This design comes from an exercise in tuning for a short achievable clock period and few clock cycles per item on the open sky130 flow, not from production work. Where RTL was checked, it was by simulation tests only, not by an equivalence proof against the original. Only the layout flow was run in run 1; the RTL was not checked for function there. Power and IR drop assume default switching activity.

## flow/design.v (module list and top-level ports; edited modules follow where they fit)
// module jump_trajectory_profiler_top: 1211 lines
module jump_trajectory_profiler_top #(
    parameter int POS_BITS  = POS_BITS_DEF,
    parameter int FRAC_BITS = FRAC_BITS_DEF,
    localparam int CFG_W    = (POS_BITS > TICK_W) ? POS_BITS : TICK_W
) (
    input  logic                       i_clk,
    input  logic                       i_rst_n,
    input  logic                       i_cfg_wr_en,
    input  logic [CFG_IDX_W-1:0]       i_cfg_addr,
    input  logic [CFG_W-1:0]           i_cfg_wr_data,
    input  logic                       i_in_valid,
    output logic                       o_in_stall,
    input  logic                       i_command,
    input  logic signed [POS_BITS-1:0] i_start_height,
    output logic                       o_out_valid,
    input  logic                       i_out_stall,
    output logic signed [POS_BITS-1:0] o_target_x,
    output logic signed [POS_BITS-1:0] o_target_z,
    output logic [PHASE_W-1:0]         o_phase
);
  // ...
==> flow/flow/run.sh <==
#!/bin/bash
set -euo pipefail
read -r -a ARGS < flow/make_args.txt
bash standard.sh "${ARGS[@]}" finish > standard_flow.log 2>&1
==> flow/flow/make_args.txt <==
SETUP_SLACK_MARGIN=6.9 CTS_CLUSTER_SIZE=25 CTS_CLUSTER_DIAMETER=100 MATCH_CELL_FOOTPRINT=0 CORE_UTILIZATION=55
==> flow/standard.sh <==
#!/bin/bash
# synth_recipe.tcl (not shown) runs the flow's synth.tcl, then flattens the netlist and writes it again
# the make line also repeats each setting of config.mk as NAME=value (left out here)
make -C /OpenROAD-flow-scripts/flow DESIGN_CONFIG=/design/flow/config.mk WORK_HOME=/design/flow/orfs CLKGATE_MAP_FILE= SYNTH_SCRIPT=/design/flow/synth_recipe.tcl "${@:-finish}"
==> flow/config.mk <==
export PLATFORM = sky130hd
export DESIGN_NAME = jump_trajectory_profiler_top
export DESIGN_NICKNAME = jump_trajectory_profiler_top
export VERILOG_FILES = /design/flow/design.v
export SDC_FILE = /design/flow/constraint.sdc
export NUM_CORES = 4
export LEC_CHECK = 0
export CAP_MARGIN = 20
export CORE_MARGIN = 2
export CORE_UTILIZATION = 40
export SLEW_MARGIN = 20
==> flow/constraint.sdc <==
create_clock -name core_clock -period 10.0 [get_ports {i_clk}]
set_input_delay 2.0000 -clock core_clock [delete_from_list [all_inputs] [get_ports {i_clk}]]
set_output_delay 2.0000 -clock core_clock [all_outputs]
set_load 0.01 [all_outputs]
==> impl_metrics.xml, run 1 <==
<?xml version="1.0" encoding="UTF-8"?>
<metrics>
  <group name="placement">
    <metric name="dp_cells" unit="">18000</metric>
  </group>
  <group name="sta">
    <metric name="rsz0062_at_grt" unit="">yes</metric>
    <metric name="actual_slew_at_the_worst_max_slew_pin" unit="ns">1.18</metric>
    <metric name="maxSlewViolCount" unit="">0</metric>
    <metric name="post-route-period-util" unit="">0.350</metric>
  </group>
  <group name="synthesis">
    <metric name="synth-xor-area-share" unit="">0.0430</metric>
    <metric name="synth_top_family_by_area" unit="">adder cells</metric>
    <metric name="synth_area_leader_cell" unit="">sky130_fd_sc_hd__dfxtp_1</metric>
    <metric name="synth_warnings" unit="">16</metric>
  </group>
  <group name="setup_path">
    <metric name="cpPeakStageDelay" unit="ns">0.44</metric>
    <metric name="critical_path.reg2reg.startpoint" unit="">r_tick[0]</metric>
    <metric name="ff2ff_setup_slack" unit="ns">6.61</metric>
    <metric name="cp-startpoint" unit="">r_out[16]</metric>
    <metric name="path_max_fanout" unit="">2</metric>
    <metric name="worst_setup_path_endpoint" unit="">o_target_z[13]</metric>
  </group>
  <group name="clock_network">
    <metric name="cts_num_sinks" unit="">3245</metric>
    <metric name="cts.repair_timing.setup_buffer_count" unit="">262</metric>
    <metric name="cts_tree" unit="">yes</metric>
  </group>
  <group name="layout">
    <metric name="largest_register_ff_count" unit="">663</metric>
    <metric name="final_common_cell" unit="">sky130_fd_sc_hd__dfxtp_1</metric>
    <metric name="top_area_cell_class" unit="">multi-input combinational cells</metric>
    <metric name="seq-cell-share" unit="">0.406</metric>
    <metric name="n_sequential_cell" unit="">3245</metric>
    <metric name="top_regs" unit="">r_q: 663 flops, r_out: 39 flops, r_out_b: 39 flops</metric>
    <metric name="multi_input_comb_area" unit="um2">84900</metric>
    <metric name="layout_common_cells" unit="">sky130_fd_sc_hd__dfxtp_1 (2178), sky130_fd_sc_hd__inv_1 (1562), sky130_fd_sc_hd__ha_1 (1199)</metric>
  </group>
  <group name="power">
    <metric name="seq_power" unit="mW">17.7</metric>
    <metric name="power.group.top" unit="">combinational cells</metric>
  </group>
  <group name="status">
    <metric name="outcome" unit="">finished clean</metric>
  </group>
  <group name="grt">
    <metric name="first_global_vias" unit="">110000</metric>
    <metric name="grt_first_pass_wirelength" unit="mm">678</metric>
  </group>
  <group name="hold_path">
    <metric name="min_delay_worst_endpoint" unit="">m3x_bx[15]</metric>
  </group>
  <group name="routing">
    <metric name="viasPerCell" unit="">5.77</metric>
  </group>
  <group name="die">
    <metric name="dieWidth" unit="um">546</metric>
    <metric name="num_rows" unit="">198</metric>
  </group>
</metrics>
==> run 2: changes to the inputs <==
--- a/flow/design.v
+++ b/flow/design.v
@@ -241,38 +241,30 @@
     assign r_kd[1] = w_xd;
     assign r_kd[2] = w_xd << 1;
     assign r_kd[3] = r_d3;
     assign r_kd[4] = w_xd << 2;
     assign r_kd[5] = r_d5;
     assign r_kd[6] = r_d3 << 1;
     assign r_kd[7] = r_d7;
     logic       r_stall, r_ov;
-    logic [4:0] r_cnt, n_cnt, w_cnt_up, w_cnt_dn;
-    assign w_cnt_up = r_cnt + 5'd1;
-    assign w_cnt_dn = r_cnt - 5'd1;
     logic       w_acc, w_take, w_rst_any;
     assign w_acc     = i_in_valid && !r_stall;
     assign w_take    = r_ov && !i_out_stall;
     assign w_rst_any = !i_rst_n || r_rst_d;
-    logic w_full;
-    always_comb begin
-        w_full = r_cnt >= 5'(CAP);
-        if (w_acc && !w_take) w_full = r_cnt >= 5'(CAP - 1);
-        if (!w_acc && w_take) w_full = r_cnt >= 5'(CAP + 1);
-    end
+    logic [CAP:0] r_cnt, n_cnt;
     always_comb begin
         n_cnt = r_cnt;
-        if (w_acc && !w_take) n_cnt = w_cnt_up;
-        if (!w_acc && w_take) n_cnt = w_cnt_dn;
+        if (w_acc && !w_take) n_cnt = {r_cnt[CAP-1:0], 1'b1};
+        if (!w_acc && w_take) n_cnt = {1'b0, r_cnt[CAP:1]};
         if (w_rst_any) n_cnt = '0;
     end
     always_ff @(posedge i_clk) begin
         r_cnt   <= n_cnt;
-        r_stall <= w_rst_any || r_rst_d2 || i_cfg_wr_en || r_wr_d || w_full;
+        r_stall <= w_rst_any || r_rst_d2 || i_cfg_wr_en || r_wr_d || n_cnt[CAP-1];
     end
     assign o_in_stall = r_stall;
     logic [17:0] r_tick, r_entry;
     logic        w_lt;
     logic [17:0] w_tp1;
     assign w_lt  = r_tick < r_total;
     assign w_tp1 = r_tick + 18'd1;
     always_ff @(posedge i_clk) begin
@@ -315,45 +307,43 @@
             w_num = w_yh[16:0];
             w_sel = 3'b100;
         end
     end
     logic        s1_v, s1_skip;
     logic [2:0]  s1_ph, s1_sel;
     logic [17:0] s1_entry;
     logic [16:0] s1_num;
-    logic [15:0] s1_den;
     always_ff @(posedge i_clk) begin
         s1_v     <= w_acc && !r_rst_d;
         s1_skip  <= !i_command || !w_lt;
         s1_ph    <= w_ph;
         s1_sel   <= w_sel;
         s1_entry <= r_entry;
         s1_num   <= w_num;
-        s1_den   <= ({16{w_sel[0]}} & r_c) | ({16{w_sel[1]}} & r_l) | ({16{w_sel[2]}} & r_d);
     end
     logic [0:0] s2_v;
     logic [0:0] s2_skip;
     logic [2:0] s2_ph;
     logic [17:0] s2_entry;
     always_ff @(posedge i_clk) begin
         s2_v <= s1_v && !r_rst_d;
         s2_skip <= s1_skip;
         s2_ph <= s1_ph;
         s2_entry <= s1_entry;
     end
     logic [19:0] s2_mo1;
     logic [19:0] s2_mo3;
     logic [19:0] s2_mo5;
     logic [19:0] s2_mo7;
     logic [16:0] s2_num;
-    logic        s2_sat;
+    logic [15:0] s2_den;
     always_ff @(posedge i_clk) begin
         s2_num <= s1_num;
-        s2_sat <= s1_num >= {1'b0, s1_den};
+        s2_den <= ({16{s1_sel[0]}} & r_c) | ({16{s1_sel[1]}} & r_l) | ({16{s1_sel[2]}} & r_d);
         s2_mo1 <= ({20{s1_sel[0]}} & r_kc[1]) | ({20{s1_sel[1]}} & r_kl[1]) | ({20{s1_sel[2]}} & r_kd[1]);
         s2_mo3 <= ({20{s1_sel[0]}} & r_kc[3]) | ({20{s1_sel[1]}} & r_kl[3]) | ({20{s1_sel[2]}} & r_kd[3]);
         s2_mo5 <= ({20{s1_sel[0]}} & r_kc[5]) | ({20{s1_sel[1]}} & r_kl[5]) | ({20{s1_sel[2]}} & r_kd[5]);
         s2_mo7 <= ({20{s1_sel[0]}} & r_kc[7]) | ({20{s1_sel[1]}} & r_kl[7]) | ({20{s1_sel[2]}} & r_kd[7]);
     end
     logic [0:0] d1_v;
     logic [0:0] d1_skip;
     logic [2:0] d1_ph;
@@ -376,17 +366,17 @@
     assign d1_mk[1] = s2_mo1 << 0;
     assign d1_mk[2] = s2_mo1 << 1;
     assign d1_mk[3] = s2_mo3 << 0;
     assign d1_mk[4] = s2_mo1 << 2;
     assign d1_mk[5] = s2_mo5 << 0;
     assign d1_mk[6] = s2_mo3 << 1;
     assign d1_mk[7] = s2_mo7 << 0;
     logic d1_sat;
-    always_ff @(posedge i_clk) d1_sat <= s2_sat;
+    always_ff @(posedge i_clk) d1_sat <= s2_num >= {1'b0, s2_den};
     logic [18:0] d1_rs;
     assign d1_rs = {s2_num[15:0], 3'b0};
     logic [7:0] d1_ge;
     logic [19:0] d1_df [0:7];
     assign d1_ge[0] = 1'b1;
     assign d1_df[0] = {1'b0, d1_rs};
     assign d1_df[1] = {1'b0, d1_rs} - 20'(d1_mk[1]);
     assign d1_ge[1] = !d1_df[1][19];
@@ -1228,45 +1218,40 @@
         end else if (m3b_v && !m3b_skip) begin
             r_held_x <= w_x;
             r_held_z <= w_z;
         end
     end
     logic [38:0]    r_q [0:FD-1];
     logic [FAW-1:0] r_wp, r_rp;
     logic           r_ne;           
-    logic [FAW:0]   r_fc, n_fc, w_fc_up, w_fc_dn;
-    logic           n_ne, w_fc_gt1;
-    assign w_fc_up  = r_fc + 1'b1;
-    assign w_fc_dn  = r_fc - 1'b1;
-    assign w_fc_gt1 = r_fc > (FAW+1)'(1);
+    logic [FD:0]    r_fc, n_fc;     
     logic           w_free, w_load;
     assign w_free = !r_ov || !i_out_stall;
     assign w_load = w_free && (r_ne || w_res_v);
     always_comb begin
         n_fc = r_fc;
-        n_ne = r_ne;
-        if (w_res_v && !w_load) begin n_fc = w_fc_up; n_ne = 1'b1; end
-        if (!w_res_v && w_load) begin n_fc = w_fc_dn; n_ne = w_fc_gt1; end
+        if (w_res_v && !w_load) n_fc = {r_fc[FD-1:0], 1'b1};
+        if (!w_res_v && w_load) n_fc = {1'b0, r_fc[FD:1]};
     end
     always_ff @(posedge i_clk) begin
         if (w_res_v) r_q[r_wp] <= w_res;
     end
     always_ff @(posedge i_clk) begin
         if (w_rst_any) begin
             r_wp <= '0;
             r_rp <= '0;
             r_fc <= '0;
             r_ne <= 1'b0;
             r_ov <= 1'b0;
         end else begin
             if (w_res_v) r_wp <= (r_wp == FAW'(FD - 1)) ? '0 : r_wp + 1'b1;
             if (w_load)  r_rp <= (r_rp == FAW'(FD - 1)) ? '0 : r_rp + 1'b1;
             r_fc <= n_fc;
-            r_ne <= n_ne;
+            r_ne <= n_fc[0];
             if (w_free) r_ov <= r_ne || w_res_v;
         end
     end
     logic [38:0] r_out, r_out_b, w_out_n;
     assign w_out_n = r_ne ? r_q[r_rp] : w_res;
     always_ff @(posedge i_clk) begin
         r_out   <= w_free ? w_out_n : r_out_b;
         r_out_b <= w_free ? w_out_n : r_out;
==> flow/flow/run.sh (replaced) <==
#!/bin/bash
set -euo pipefail
mapfile -t ARGS < <(grep -v '^$' flow/make_args.txt)
bash standard.sh "${ARGS[@]}" finish > standard_flow.log 2>&1
==> flow/flow/make_args.txt (replaced) <==
SETUP_SLACK_MARGIN=6.9
CTS_CLUSTER_SIZE=25
CTS_CLUSTER_DIAMETER=100
MATCH_CELL_FOOTPRINT=0
CORE_UTILIZATION=55
BUFFER_PORTS_ARGS=-buffer_cell sky130_fd_sc_hd__buf_4
==> impl_metrics.xml, run 2 <==
<?xml version="1.0" encoding="UTF-8"?>
<metrics>
  <group name="clock_network">
    <metric name="cts_max_level" unit="">4</metric>
    <metric name="cts_num_sinks" unit="">3254</metric>
    <metric name="cts_tree" unit="">yes</metric>
    <metric name="max-clock-path-buffers" unit="">4</metric>
    <metric name="num_cts_buffers" unit="">164</metric>
    <metric name="ctsHoldBuffers" unit="">0</metric>
    <metric name="path_clk_slew" unit="ns">0.10</metric>
    <metric name="clock_insertion_delay_worst_skew" unit="ns">0.90</metric>
    <metric name="clock_tree.root_cell" unit="">sky130_fd_sc_hd__clkbuf_16</metric>
  </group>
  <group name="grt">
    <metric name="antenna_violations_before_repair" unit="">42</metric>
    <metric name="globalRoute.totalOverflow" unit="">0</metric>
    <metric name="largest_net_degree_at_the_start_of_global_routing" unit="">71</metric>
    <metric name="first_global_vias" unit="">109000</metric>
    <metric name="grt_first_pass_wirelength" unit="mm">675</metric>
    <metric name="global_route.usage.total" unit="">0.297</metric>
  </group>
  <group name="setup_path">
    <metric name="path_max_fanout" unit="">2</metric>
    <metric name="crit_path_start_kind" unit="">flop</metric>
    <metric name="ff2ff_setup_slack" unit="ns">6.65</metric>
    <metric name="critical_path.reg2reg.startpoint" unit="">r_tick[0]</metric>
    <metric name="required" unit="ns">8.00</metric>
    <metric name="cpPeakStageDelay" unit="ns">0.43</metric>
    <metric name="path_cells" unit="">buf_6</metric>
    <metric name="critical_path_buf_inv_count" unit="">1</metric>
    <metric name="capturing_element_type_of_the_critical_path" unit="">output pin</metric>
    <metric name="cp_data_arrival_time" unit="ns">1.45</metric>
    <metric name="reg_to_reg_critical_path_endpoint" unit="">s1_num[15]</metric>
    <metric name="depth_of_the_critical_timing_path_with_buffers_and_inverters_included" unit="">1</metric>
    <metric name="setup.worst_path.class" unit="">reg -&gt; out</metric>
    <metric name="r2r.worst_path.cells" unit="">15</metric>
    <metric name="crit_path_top_delay_cell" unit="">sky130_fd_sc_hd__dfxtp_4</metric>
    <metric name="crit_family" unit="">flip-flops</metric>
  </group>
  <group name="sta">
    <metric name="post-route-period-util" unit="">0.345</metric>
    <metric name="finalWorstSetupSlack" unit="ns">6.55</metric>
    <metric name="fin_clk_skew" unit="ns">0.0549</metric>
    <metric name="maxSlewViolCount" unit="">0</metric>
    <metric name="post-route-min-period" unit="ns">3.45</metric>
    <metric name="fmax" unit="MHz">290</metric>
    <metric name="hold_viol" unit="">0</metric>
    <metric name="actual_slew_at_the_worst_max_slew_pin" unit="ns">1.02</metric>
    <metric name="setup_violations" unit="">0</metric>
    <metric name="headroom_to_the_max_slew_limit" unit="">0.322</metric>
    <metric name="setup-tns-final" unit="ns">0</metric>
    <metric name="rsz0062_at_grt" unit="">yes</metric>
  </group>
  <group name="hold_path">
    <metric name="min_delay_worst_endpoint" unit="">m2x_dzc[4]</metric>
    <metric name="hold_path_startpoint" unit="">m2a_dzc[4]</metric>
    <metric name="worst_hold_path_type" unit="">reg -&gt; reg</metric>
    <metric name="worst_hold_path.num_cells" unit="">0</metric>
  </group>
  <group name="placement">
    <metric name="dp_hpwl" unit="mm">319</metric>
    <metric name="placedInstanceArea" unit="um2">166000</metric>
    <metric name="gp_congestion" unit="">0.942</metric>
    <metric name="pre_cts_ws" unit="ns">5.66</metric>
    <metric name="numPortBuffers" unit="">85</metric>
    <metric name="dp_cells" unit="">17900</metric>
  </group>
  <group name="routing">
    <metric name="totalWireLength" unit="mm">456</metric>
    <metric name="drt-initial-drc-count" unit="">9033</metric>
    <metric name="detail_route.drc_violations" unit="">0</metric>
    <metric name="routed-via-count" unit="">108000</metric>
    <metric name="drt.antenna.violating_nets" unit="">0</metric>
    <metric name="detail_route.first_pass.iterations" unit="">6</metric>
    <metric name="drt-wirelength-per-cell" unit="um">24.4</metric>
    <metric name="viasPerCell" unit="">5.75</metric>
  </group>
  <group name="synthesis">
    <metric name="synth_sequential_area_ratio" unit="">0.454</metric>
    <metric name="synth_seq_cells" unit="">3254</metric>
    <metric name="postSynth.asyncResetShare" unit="">0</metric>
    <metric name="netlist.area_leader.share" unit="">0.305</metric>
    <metric name="ys_dominant_reg_cell" unit="">sky130_fd_sc_hd__dfxtp_1</metric>
    <metric name="synth_cells" unit="">14300</metric>
    <metric name="synth_warnings" unit="">16</metric>
    <metric name="synth-edff-count" unit="">799</metric>
    <metric name="post_synth_instance_area" unit="um2">161000</metric>
    <metric name="syn_area_per_cell" unit="um2">11.3</metric>
    <metric name="synth_area_leader_cell" unit="">sky130_fd_sc_hd__dfxtp_1</metric>
    <metric name="post-synth-top-count-cell" unit="">sky130_fd_sc_hd__dfxtp_1</metric>
    <metric name="synth.area.top_cells" unit="">sky130_fd_sc_hd__dfxtp_1 (31%), sky130_fd_sc_hd__edfxtp_1 (15%), sky130_fd_sc_hd__fa_1 (12%), sky130_fd_sc_hd__ha_1 (9.7%), sky130_fd_sc_hd__inv_1 (3.8%)</metric>
    <metric name="netlist_top_cells_count" unit="">sky130_fd_sc_hd__dfxtp_1 (2455), sky130_fd_sc_hd__inv_1 (1623), sky130_fd_sc_hd__ha_1 (1250), sky130_fd_sc_hd__and2_1 (946), sky130_fd_sc_hd__fa_1 (927)</metric>
    <metric name="yosys.cell_types.count" unit="">108</metric>
  </group>
  <group name="layout">
    <metric name="final_util" unit="">0.623</metric>
    <metric name="layout_common_cells" unit="">sky130_fd_sc_hd__dfxtp_1 (2171), sky130_fd_sc_hd__inv_1 (1560), sky130_fd_sc_hd__ha_1 (1188)</metric>
    <metric name="final_common_cell" unit="">sky130_fd_sc_hd__dfxtp_1</metric>
    <metric name="largest_register" unit="">r_q</metric>
    <metric name="drive_above_1_share" unit="">0.149</metric>
    <metric name="post_route_cell_area" unit="um2">181000</metric>
    <metric name="synthToLayoutAreaGrowth" unit="%">12.6</metric>
    <metric name="final_cell_count_no_fill" unit="">18700</metric>
    <metric name="top_regs" unit="">r_q: 663 flops, r_out: 39 flops, r_out_b: 39 flops</metric>
    <metric name="largest_register_ff_count" unit="">663</metric>
    <metric name="final_net_count" unit="">16900</metric>
  </group>
  <group name="die">
    <metric name="boundaryPins" unit="">86</metric>
    <metric name="area_of_the_core" unit="um2">291000</metric>
    <metric name="initial_core_utilization" unit="">0.553</metric>
    <metric name="chipHeight" unit="um">545</metric>
    <metric name="dieWidth" unit="um">545</metric>
    <metric name="floorplan.die_area" unit="um2">297000</metric>
    <metric name="num_rows" unit="">198</metric>
  </group>
  <group name="status">
    <metric name="outcome" unit="">finished clean</metric>
  </group>
  <group name="power">
    <metric name="power-per-cell-area" unit="nW/um2">278</metric>
    <metric name="vdd_drop_max" unit="mV">0.409</metric>
    <metric name="power.static_leakage" unit="nW">76.3</metric>
  </group>
  <group name="job">
    <metric name="maxCapViolations" unit="">0</metric>
  </group>
</metrics>
run 2: worst max path at each step:
| stage | slack, ns | end | startpoint |
|---|---|---|---|
| after global placement | 5.29 | r_cnt[14] | i_in_valid |
| after global routing | 6.51 | o_target_z[12] | r_out[15] |
| after detailed placement | 5.66 | r_tick[6] | i_in_valid |
| after CTS | 6.47 | o_target_z[12] | r_out[15] |
| final | 6.55 | o_target_z[12] | r_out[15] |
| after floorplan | 6.70 | r_cnt[10] | i_in_valid |
run 2: final cells by class:
type                       count  area, um2
fill                       23400     110000
tap                         3900       4880
inverter                    1625       6130
clock buffer                 223       4400
sequential                  3254      73800
multi-input combinational   8958      84400
timing repair buffer         681       6990
clock inverter                40        661
antenna                       26       65.1
run 2: cell families after synthesis:
group | share of synthesized area
multiplexers | 0.0367
AND/OR/NAND/NOR | 0.108
flip-flops | 0.454
other | 0.0000233
AO/OA/AOI/OAI | 0.0988
adder cells (fa/ha/maj) | 0.212
buffers and inverters | 0.0481
XOR/XNOR | 0.0418
run 2: what timing repair did:
action                     4_1_cts  5_1_grt
resized for setup              938      570
gates cloned                    17       30
setup buffers                  277      193
setup endpoints to repair     1220      464
pin swaps                      183      408
run 2: per-layer routing:
layer  track usage  wire [um]
met3        0.0307      28200
met5             0        126
met1         0.411     196000
met2         0.482     211000
met4         0.113      20600
run 2: through the flow:
step           power [mW]  hold slack, ns
2_1_floorplan        32.5           0.310
3_3_place_gp         38.9           0.310
3_5_place_dp         39.5           0.312
4_1_cts              49.0           0.302
5_1_grt              54.4           0.315
6_report             50.4           0.312
run 2: where the power goes:
part	total, mW	switching, mW	leakage [nW]	internal, mW
clock network	7.77	4.43	2.43	3.34
logic	24.9	13.8	46.4	11.1
registers	17.7	1.83	27.5	15.9
total	50.4	20.1	76.3	30.4
Testbench counts of run 2, summed over its fixed seeds: cycles 8,518, items 7,934.
==> run 3: changes to the inputs <==
==> flow/flow/make_args.txt (replaced) <==
SETUP_SLACK_MARGIN=6.9
CTS_CLUSTER_SIZE=25
CTS_CLUSTER_DIAMETER=100
MATCH_CELL_FOOTPRINT=0
CORE_UTILIZATION=65
BUFFER_PORTS_ARGS=-buffer_cell sky130_fd_sc_hd__buf_4
==> impl_metrics.xml, run 3 <==
<?xml version="1.0" encoding="UTF-8"?>
<metrics>
  <group name="routing">
    <metric name="drt-wirelength-per-cell" unit="um">24.1</metric>
    <metric name="totalWireLength" unit="mm">436</metric>
    <metric name="routed-via-count" unit="">109000</metric>
    <metric name="drt-initial-drc-count" unit="">10500</metric>
    <metric name="drt.antenna.violating_nets" unit="">0</metric>
    <metric name="detail_route.first_pass.iterations" unit="">11</metric>
    <metric name="detail_route.drc_violations" unit="">0</metric>
    <metric name="viasPerCell" unit="">6.06</metric>
  </group>
  <group name="clock_network">
    <metric name="cts_tree" unit="">yes</metric>
    <metric name="path_clk_slew" unit="ns">0.10</metric>
    <metric name="max-clock-path-buffers" unit="">3</metric>
    <metric name="cts_max_level" unit="">4</metric>
    <metric name="clock_insertion_delay_worst_skew" unit="ns">0.91</metric>
    <metric name="cts_num_sinks" unit="">3254</metric>
    <metric name="clock_tree.root_cell" unit="">sky130_fd_sc_hd__clkbuf_16</metric>
    <metric name="num_cts_buffers" unit="">157</metric>
  </group>
  <group name="grt">
    <metric name="first_global_vias" unit="">112000</metric>
    <metric name="groute.layer.met3.usage" unit="">0.0498</metric>
    <metric name="grt_most_used_layer" unit="">met2</metric>
    <metric name="globalRoute.totalOverflow" unit="">0</metric>
    <metric name="grtUsageMet2" unit="">0.552</metric>
    <metric name="antenna_violations_before_repair" unit="">24</metric>
    <metric name="grt_first_pass_wirelength" unit="mm">653</metric>
    <metric name="global_route.usage.total" unit="">0.339</metric>
    <metric name="grtUsageMet1" unit="">0.451</metric>
    <metric name="largest_net_degree_at_the_start_of_global_routing" unit="">79</metric>
  </group>
  <group name="setup_path">
    <metric name="cp_data_arrival_time" unit="ns">1.43</metric>
    <metric name="path_max_fanout" unit="">2</metric>
    <metric name="capturing_element_type_of_the_critical_path" unit="">output pin</metric>
    <metric name="path_cells" unit="">buf_6</metric>
    <metric name="depth_of_the_critical_timing_path_with_buffers_and_inverters_included" unit="">1</metric>
    <metric name="crit_path_start_kind" unit="">flop</metric>
    <metric name="crit_path_top_delay_cell" unit="">sky130_fd_sc_hd__dfxtp_4</metric>
    <metric name="setup.worst_path.class" unit="">reg -&gt; out</metric>
    <metric name="critical_path_buf_inv_count" unit="">1</metric>
    <metric name="r2r.worst_path.cells" unit="">14</metric>
    <metric name="crit_family" unit="">flip-flops</metric>
    <metric name="cpPeakStageDelay" unit="ns">0.43</metric>
    <metric name="required" unit="ns">8.00</metric>
  </group>
  <group name="synthesis">
    <metric name="synth-xor-area-share" unit="">0.0418</metric>
    <metric name="syn_area_per_cell" unit="um2">11.3</metric>
    <metric name="netlist.area_leader.share" unit="">0.305</metric>
    <metric name="synth_seq_cells" unit="">3254</metric>
    <metric name="synth.area.top_cells" unit="">sky130_fd_sc_hd__dfxtp_1 (31%), sky130_fd_sc_hd__edfxtp_1 (15%), sky130_fd_sc_hd__fa_1 (12%), sky130_fd_sc_hd__ha_1 (9.7%), sky130_fd_sc_hd__inv_1 (3.8%)</metric>
    <metric name="synth_simple_gate_area_share" unit="">0.108</metric>
    <metric name="synth_top_family_by_area" unit="">adder cells</metric>
    <metric name="share_of_the_synthesized_area_in_compound_gates_ao_oa_aoi_oai" unit="">0.0988</metric>
    <metric name="synth_area_leader_cell" unit="">sky130_fd_sc_hd__dfxtp_1</metric>
    <metric name="postSynth.asyncResetShare" unit="">0</metric>
    <metric name="post-synth-top-count-cell" unit="">sky130_fd_sc_hd__dfxtp_1</metric>
    <metric name="ys_dominant_reg_cell" unit="">sky130_fd_sc_hd__dfxtp_1</metric>
    <metric name="post_synth_instance_area" unit="um2">161000</metric>
    <metric name="synth_sequential_area_ratio" unit="">0.454</metric>
    <metric name="yosys.area_share.adder" unit="">0.212</metric>
    <metric name="synth_warnings" unit="">16</metric>
    <metric name="post_synth_mux_area_share" unit="">0.0367</metric>
    <metric name="synth-edff-count" unit="">799</metric>
    <metric name="netlist_top_cells_count" unit="">sky130_fd_sc_hd__dfxtp_1 (2455), sky130_fd_sc_hd__inv_1 (1623), sky130_fd_sc_hd__ha_1 (1250), sky130_fd_sc_hd__and2_1 (946), sky130_fd_sc_hd__fa_1 (927)</metric>
    <metric name="yosys.cell_types.count" unit="">108</metric>
    <metric name="synth_cells" unit="">14300</metric>
  </group>
  <group name="placement">
    <metric name="placedInstanceArea" unit="um2">165000</metric>
    <metric name="numPortBuffers" unit="">85</metric>
    <metric name="dp_hpwl" unit="mm">299</metric>
    <metric name="gp_congestion" unit="">0.984</metric>
  </group>
  <group name="sta">
    <metric name="rsz0062_at_grt" unit="">yes</metric>
    <metric name="setup_violations" unit="">0</metric>
    <metric name="setup-tns-final" unit="ns">0</metric>
    <metric name="fin_clk_skew" unit="ns">0.0931</metric>
    <metric name="actual_slew_at_the_worst_max_slew_pin" unit="ns">1.18</metric>
    <metric name="hold_viol" unit="">0</metric>
    <metric name="post-route-period-util" unit="">0.343</metric>
    <metric name="post-route-min-period" unit="ns">3.43</metric>
    <metric name="maxSlewViolCount" unit="">0</metric>
    <metric name="headroom_to_the_max_slew_limit" unit="">0.210</metric>
    <metric name="fmax" unit="MHz">291</metric>
  </group>
  <group name="layout">
    <metric name="final_net_count" unit="">16900</metric>
    <metric name="synthToLayoutAreaGrowth" unit="%">11.5</metric>
    <metric name="post_route_cell_area" unit="um2">180000</metric>
    <metric name="largest_register" unit="">r_q</metric>
    <metric name="top_regs" unit="">r_q: 663 flops, r_out: 39 flops, r_out_b: 39 flops</metric>
    <metric name="final_common_cell" unit="">sky130_fd_sc_hd__dfxtp_1</metric>
    <metric name="largest_register_ff_count" unit="">663</metric>
    <metric name="layout_common_cells" unit="">sky130_fd_sc_hd__dfxtp_1 (2211), sky130_fd_sc_hd__inv_1 (1571), sky130_fd_sc_hd__ha_1 (1196)</metric>
    <metric name="drive_above_1_share" unit="">0.140</metric>
    <metric name="fill_cells" unit="">16800</metric>
  </group>
  <group name="hold_path">
    <metric name="worst_hold_path.num_cells" unit="">0</metric>
    <metric name="worst_hold_path_type" unit="">reg -&gt; reg</metric>
  </group>
  <group name="die">
    <metric name="floorplan.die_area" unit="um2">252000</metric>
    <metric name="chipHeight" unit="um">502</metric>
    <metric name="initial_core_utilization" unit="">0.654</metric>
    <metric name="dieWidth" unit="um">502</metric>
    <metric name="area_of_the_core" unit="um2">246000</metric>
    <metric name="num_rows" unit="">182</metric>
    <metric name="boundaryPins" unit="">86</metric>
  </group>
  <group name="status">
    <metric name="outcome" unit="">finished clean</metric>
  </group>
  <group name="job">
    <metric name="maxCapViolations" unit="">0</metric>
  </group>
  <group name="power">
    <metric name="power.static_leakage" unit="nW">75.9</metric>
    <metric name="vdd_drop_max" unit="mV">0.507</metric>
    <metric name="power-per-cell-area" unit="nW/um2">277</metric>
  </group>
</metrics>
run 3: power breakdown:
part / switching (mW) / total, mW / internal [mW]
logic: 13.9 / 24.7 / 10.8
registers: 1.70 / 17.6 / 15.9
clock network: 4.36 / 7.44 / 3.08
total: 19.9 / 49.7 / 29.8
run 3: stage by stage:
stage / util / setup slack (ns) / power, mW / hold slack [ns] / instances
2_1_floorplan: - / 6.70 / 32.5 / 0.310 / 14300
3_3_place_gp: 0.671 / 5.77 / 37.9 / 0.310 / 17300
3_5_place_dp: 0.672 / 5.65 / 38.9 / 0.312 / 17300
4_1_cts: 0.715 / 6.52 / 48.1 / 0.303 / 17900
5_1_grt: 0.730 / 6.40 / 53.4 / 0.305 / 18000
6_report: 0.730 / 6.57 / 49.7 / 0.296 / 18100
run 3: repair_timing:
item                        CTS  global route
cloned                       23            22
gates resized for setup     906           535
buffers inserted            269           157
setup endpoints to repair  1031           736
hold buffers                  0             0
pin swaps                   196           368
run 3: layout make-up:
class	count	area, um2	area share
Timing Repair Buffer	636	6530	0.0363
Tap cell	3312	4140	0.0231
Sequential cell	3254	73700	0.410
Antenna cell	19	47.5	0.000265
Clock inverter	33	604	0.00336
Multi-Input combinational cell	8962	84300	0.469
Inverter	1625	6130	0.0341
Clock buffer	221	4230	0.0235
run 3: final timing paths:
kind | slack [ns] | start | to
worst min-delay path | 0.30 | m3x_ph[0] | m3b_ph[0]
worst max register to register | 6.67 | d1_rem[0] | d2_rem[12]
worst max-delay path | 6.57 | r_ov | o_out_valid
worst min register to register | 0.30 | m3x_ph[0] | m3b_ph[0]
run 3: cell families (layout without fill, tap and decap cells):
| logic type | count (synthesis) | after routing |
|---|---|---|
| compound gates | 2340 | 2341 |
| xor+xnor | 767 | 767 |
| fa+ha+maj | 2177 | 2177 |
| buf+inv | 2045 | 2515 |
| flops | 3254 | 3254 |
| mux | 339 | 339 |
| other cells | 1 | 21 |
| simple gates | 3328 | 3336 |
run 3: routing by layer:
layer  up-vias  part of all wire
met5         -          0.000094
met4         6             0.055
met3      1145             0.076
met2      4538              0.47
met1     54600              0.40
li1      49200                 -

[what the ideal ports hide]
The flow's constraints put no driver on any port. The routed layouts listed below were extracted and timed again, unchanged, in two steps.
Step 1, drivers: a clkbuf_16 drives i_clk and a buf_2 each remaining input, both assumed.
Step 2 times the ports against the registers' clock, not the clock port: input delays grow and output delays shrink by t, the midpoint of the rising clock arrivals with the driver on.
Slacks: ideal ports / drivers / drivers and shift; pairs: ideal ports / drivers.
run | t, ns | setup WS [ns] | worst slew at a driven data input, ns
run 1 | 0.987 | 6.501 / 6.398 / 5.991 | 0.17
run 2 | 0.968 | 6.551 / 6.455 / 6.072 | 0.09
run 3 | 0.956 | 6.565 / 6.474 / 6.084 | 0.17
After both steps every run listed still meets setup and hold. For run 1, which loses most, drivers alone change the setup slack by -0.103 ns; drivers and shift together by -0.510 ns.
